This design comes from an exercise in tuning for small area on the open sky130 flow, not from production work. At most, simulation tests tie the RTL to the original design; equivalence was not proved.

==> run P <==
==> flow/design.v (excerpt) <==
module regfile_nrd_1wr
#(
  parameter int unsigned DATA_W   = regfile_pkg::DEF_DATA_W,
  parameter int unsigned ADDR_W   = regfile_pkg::DEF_ADDR_W,
  parameter int unsigned NRD      = regfile_pkg::DEF_NRD,
  parameter int unsigned ZERO_REG = 1,
  parameter int unsigned BYPASS   = 1,
  parameter int unsigned RD_LAT   = 0
) (
  input  logic                  clk,
  input  logic                  rst_n,
  input  logic                  we,
  input  logic [ADDR_W-1:0]     waddr,
  input  logic [DATA_W-1:0]     wdata,
  input  logic [NRD*ADDR_W-1:0] raddr,
  output logic [NRD*DATA_W-1:0] rdata
);
==> module regfile_rd_mux, before the edit <==
module regfile_rd_mux
#(
  parameter int unsigned DATA_W = regfile_pkg::DEF_DATA_W,
  parameter int unsigned NWORD  = 2**regfile_pkg::DEF_ADDR_W
) (
  input  logic [NWORD*DATA_W-1:0] i_words,
  input  logic [NWORD-1:0]        i_sel,
  output logic [DATA_W-1:0]       o_data_c
);
  localparam int unsigned NGRP  = (NWORD + 2) / 3;    
  localparam int unsigned NNAND = (NGRP + 3) / 4;     
  for (genvar b = 0; b < DATA_W; b++) begin : g_bit
    logic [NGRP-1:0]  w_grp_n;
    logic [NNAND-1:0] w_part;
    for (genvar g = 0; g < NGRP; g++) begin : g_grp
      if (3*g + 2 < NWORD) begin : g_3
        rf_aoi222 u_aoi (
          .a1 (i_words[(3*g)*DATA_W + b]),   .a2 (i_sel[3*g]),
          .b1 (i_words[(3*g+1)*DATA_W + b]), .b2 (i_sel[3*g+1]),
          .c1 (i_words[(3*g+2)*DATA_W + b]), .c2 (i_sel[3*g+2]),
          .y  (w_grp_n[g])
        );
      end else if (3*g + 1 < NWORD) begin : g_2
        rf_aoi22 u_aoi (
          .a1 (i_words[(3*g)*DATA_W + b]),   .a2 (i_sel[3*g]),
          .b1 (i_words[(3*g+1)*DATA_W + b]), .b2 (i_sel[3*g+1]),
          .y  (w_grp_n[g])
        );
      end else begin : g_1
        rf_nand2 u_aoi (
          .a (i_words[(3*g)*DATA_W + b]), .b (i_sel[3*g]),
          .y (w_grp_n[g])
        );
      end
    end
    for (genvar n = 0; n < NNAND; n++) begin : g_nand
      localparam int unsigned LO = 4*n;
      localparam int unsigned HI = (4*n + 3 < NGRP) ? 4*n + 3 : NGRP - 1;
      rf_nand #(.N (HI - LO + 1)) u_nand (
        .a (w_grp_n[HI:LO]),
        .y (w_part[n])
      );
    end
    rf_or #(.N (NNAND)) u_or (
      .a (w_part),
      .y (o_data_c[b])
    );
  end
endmodule
==> module rf_aoi222, before the edit <==
module rf_aoi222 (
  input  logic a1, a2, b1, b2, c1, c2,
  output logic y
);
  assign y = !((a1 && a2) || (b1 && b2) || (c1 && c2));
endmodule
==> module rf_aoi22, before the edit <==
module rf_aoi22 (
  input  logic a1, a2, b1, b2,
  output logic y
);
  assign y = !((a1 && a2) || (b1 && b2));
endmodule
==> module rf_nand2, before the edit <==
module rf_nand2 (
  input  logic a, b,
  output logic y
);
  assign y = !(a && b);
endmodule
==> module rf_nand, before the edit <==
module rf_nand #(
  parameter int unsigned N = 4
) (
  input  logic [N-1:0] a,
  output logic         y
);
  assign y = !(&a);
endmodule
==> module rf_or, before the edit <==
module rf_or #(
  parameter int unsigned N = 3
) (
  input  logic [N-1:0] a,
  output logic         y
);
  assign y = |a;
endmodule
==> module regfile_nrd_1wr, before the edit <==
module regfile_nrd_1wr
#(
  parameter int unsigned DATA_W   = regfile_pkg::DEF_DATA_W,
  parameter int unsigned ADDR_W   = regfile_pkg::DEF_ADDR_W,
  parameter int unsigned NRD      = regfile_pkg::DEF_NRD,
  parameter int unsigned ZERO_REG = 1,
  parameter int unsigned BYPASS   = 1,
  parameter int unsigned RD_LAT   = 0
) (
  input  logic                  clk,
  input  logic                  rst_n,
  input  logic                  we,
  input  logic [ADDR_W-1:0]     waddr,
  input  logic [DATA_W-1:0]     wdata,
  input  logic [NRD*ADDR_W-1:0] raddr,
  output logic [NRD*DATA_W-1:0] rdata
);
  localparam int unsigned NREG = 2**ADDR_W;
  logic [NREG*DATA_W-1:DATA_W] r_mem;
  logic [NREG*DATA_W-1:DATA_W] w_mem_d;
  logic                   w_wr_en;
  logic [NREG-1:1]        w_ld;
  logic [NREG-1:1]        w_hold;
  logic [DATA_W-1:0]      w_wd;
  assign w_wr_en = rst_n && we && (waddr != ADDR_W'(regfile_pkg::REG_ZERO));
  assign w_wd    = wdata & {DATA_W{rst_n}};
  for (genvar k = 1; k < NREG; k++) begin : g_row
    assign w_ld[k]   = !rst_n || (we && (waddr == ADDR_W'(k)));
    assign w_hold[k] = rst_n && !(we && (waddr == ADDR_W'(k)));
    rf_hold_mux #(.N (DATA_W)) u_hold (
      .q    (r_mem[k*DATA_W +: DATA_W]),
      .hold (w_hold[k]),
      .d    (w_wd),
      .ld   (w_ld[k]),
      .y    (w_mem_d[k*DATA_W +: DATA_W])
    );
  end
  always_ff @(posedge clk) begin
    r_mem <= w_mem_d;
  end
  for (genvar p = 0; p < NRD; p++) begin : g_rd
    logic [ADDR_W-1:0] w_addr;
    logic              w_hit;
    logic [NREG-1:0]   w_sel;
    assign w_addr = raddr[p*ADDR_W +: ADDR_W];
    assign w_hit  = w_wr_en && (w_addr == waddr);
    always_comb begin
      w_sel[0] = w_hit;
      for (int unsigned k = 1; k < NREG; k++) begin
        w_sel[k] = !w_hit && (w_addr == ADDR_W'(k));
      end
    end
    regfile_rd_mux #(
      .DATA_W (DATA_W),
      .NWORD  (NREG)
    ) u_rd_mux (
      .i_words  ({r_mem, wdata}),
      .i_sel    (w_sel),
      .o_data_c (rdata[p*DATA_W +: DATA_W])
    );
  end
endmodule
==> module rf_hold_mux, before the edit <==
module rf_hold_mux #(
  parameter int unsigned N = 32
) (
  input  logic [N-1:0] q,
  input  logic         hold,
  input  logic [N-1:0] d,
  input  logic         ld,
  output logic [N-1:0] y
);
  assign y = (q & {N{hold}}) | (d & {N{ld}});
endmodule
Settings: LEC_CHECK=0, CAP_MARGIN=20, CORE_MARGIN=2, CORE_UTILIZATION=55, PLACE_DENSITY=0.65, SETUP_SLACK_MARGIN=0, SLEW_MARGIN=20, SYNTH_HIERARCHICAL=1; clock period 8.0 ns.
run.sh (not shown) runs the stock make flow with config.mk's settings and CLKGATE_MAP_FILE= SYNTH_SCRIPT=/design/flow/synth_recipe.tcl, a recipe that flattens the netlist after the stock synthesis.
==> inputs of run A, as changes to run P <==
==> flow/design.v (replaced) <==
package regfile_pkg;
  localparam int unsigned DEF_DATA_W = 32;
  localparam int unsigned DEF_ADDR_W = 5;
  localparam int unsigned DEF_NRD    = 2;
  localparam logic [DEF_ADDR_W-1:0] REG_ZERO = '0;
endpackage
module regfile_rd_mux
#(
  parameter int unsigned DATA_W = regfile_pkg::DEF_DATA_W,
  parameter int unsigned ADDR_W = regfile_pkg::DEF_ADDR_W
) (
  input  logic [(2**ADDR_W)*DATA_W-1:0] i_words,
  input  logic [ADDR_W-1:0]             i_sel,
  output logic [DATA_W-1:0]             o_data_c
);
  localparam int unsigned NREG = 2**ADDR_W;
  always_comb begin
    o_data_c = '0;
    for (int unsigned k = 0; k < NREG; k++) begin
      if (i_sel == ADDR_W'(k)) begin
        o_data_c = i_words[k*DATA_W +: DATA_W];
      end
    end
  end
endmodule
module regfile_nrd_1wr
#(
  parameter int unsigned DATA_W   = regfile_pkg::DEF_DATA_W,
  parameter int unsigned ADDR_W   = regfile_pkg::DEF_ADDR_W,
  parameter int unsigned NRD      = regfile_pkg::DEF_NRD,
  parameter int unsigned ZERO_REG = 1,
  parameter int unsigned BYPASS   = 1,
  parameter int unsigned RD_LAT   = 0
) (
  input  logic                  clk,
  input  logic                  rst_n,
  input  logic                  we,
  input  logic [ADDR_W-1:0]     waddr,
  input  logic [DATA_W-1:0]     wdata,
  input  logic [NRD*ADDR_W-1:0] raddr,
  output logic [NRD*DATA_W-1:0] rdata
);
  localparam int unsigned NREG = 2**ADDR_W;
  logic [DATA_W-1:0]      r_mem [NREG];
  logic [NRD*DATA_W-1:0]  r_rdata;
  logic                   w_wr_en;
  logic [NREG-1:0]        w_wdec;
  logic [NREG*DATA_W-1:0] w_words;
  logic [NRD*DATA_W-1:0]  w_rd;
  always_comb begin
    w_wr_en = rst_n && we && !((ZERO_REG != 0) && (waddr == ADDR_W'(regfile_pkg::REG_ZERO)));
    w_wdec  = '0;
    for (int unsigned k = 0; k < NREG; k++) begin
      w_wdec[k] = w_wr_en && (waddr == ADDR_W'(k));
    end
  end
  always_ff @(posedge clk) begin
    if (!rst_n) begin
      for (int unsigned k = 0; k < NREG; k++) begin
        r_mem[k] <= '0;
      end
      r_rdata <= '0;
    end else begin
      for (int unsigned k = 0; k < NREG; k++) begin
        if (w_wdec[k]) begin
          r_mem[k] <= wdata;
        end
      end
      if (RD_LAT != 0) begin
        r_rdata <= w_rd;
      end
    end
  end
  for (genvar k = 0; k < NREG; k++) begin : g_word
    assign w_words[k*DATA_W +: DATA_W] = ((ZERO_REG != 0) && (k == 0)) ? '0 : r_mem[k];
  end
  for (genvar p = 0; p < NRD; p++) begin : g_rd
    logic [ADDR_W-1:0] w_addr;
    logic [DATA_W-1:0] w_mux;
    logic              w_hit;
    assign w_addr = raddr[p*ADDR_W +: ADDR_W];
    regfile_rd_mux #(
      .DATA_W (DATA_W),
      .ADDR_W (ADDR_W)
    ) u_rd_mux (
      .i_words  (w_words),
      .i_sel    (w_addr),
      .o_data_c (w_mux)
    );
    assign w_hit = (BYPASS != 0) && w_wr_en && (w_addr == waddr);
    assign w_rd[p*DATA_W +: DATA_W] = w_hit ? wdata : w_mux;
  end
  assign rdata = (RD_LAT != 0) ? r_rdata : w_rd;
endmodule
Settings changed: CORE_UTILIZATION 55 to 30, PLACE_DENSITY 0.65 to 0.5, SETUP_SLACK_MARGIN 0 to 0.8, SYNTH_HIERARCHICAL 1 to default.
==> results_dict.tcl <==
set metrics [dict create \
    power.share.clock_pct 44.9 \
    min_to "r_mem[19][31]" \
    synth_cell_type_count 96 \
    worstSkewPairLatency_ns 0.83 \
    status "finished clean" \
    power_switching_share_pct 32.3 \
]
That was run A.
==> results_dict.tcl <==
set metrics [dict create \
    worstSkewPairLatency_ns 0.67 \
    synth_cell_type_count 35 \
    timing.rr.start "r_mem[991]" \
    power_switching_share_pct 27.1 \
    cp_top_family "buffers and inverters" \
    status "finished clean" \
    synthMuxAreaShare_pct 0 \
]
That was run P.
No functional check of the RTL was part of run P.

## re-timing with driven ports
In the flow no input, the clock included, has a driving cell. The finished layouts below were timed again as built, in two steps. Step 1, drivers: a clkbuf_16 drives clk and a buf_2 each remaining input, both assumed. Step 2 adds t to the input delays and takes it off the output delays; t is the mean of the earliest and latest rising clock arrival at the registers after step 1. Input paths then give back, and output paths get back, about the clock's delay inside the block. Three values: ideal, step 1, step 2; two values: the first two.
run	shift t [ns]	slack for setup (ns)	worst register clock-pin slew, ns	worst slew at a driven data input, ns	pins driven straight from the clock port
run P	0.745	0.286 / 0.179 / 0.179	0.07 / 0.07	0.10	1
run A	0.926	0.517 / 0.468 / 0.468	0.08 / 0.08	0.12	1
After both steps every run listed still meets setup and hold. For run P, which loses most, drivers alone change the setup slack by -0.107 ns; drivers and shift together by -0.107 ns.
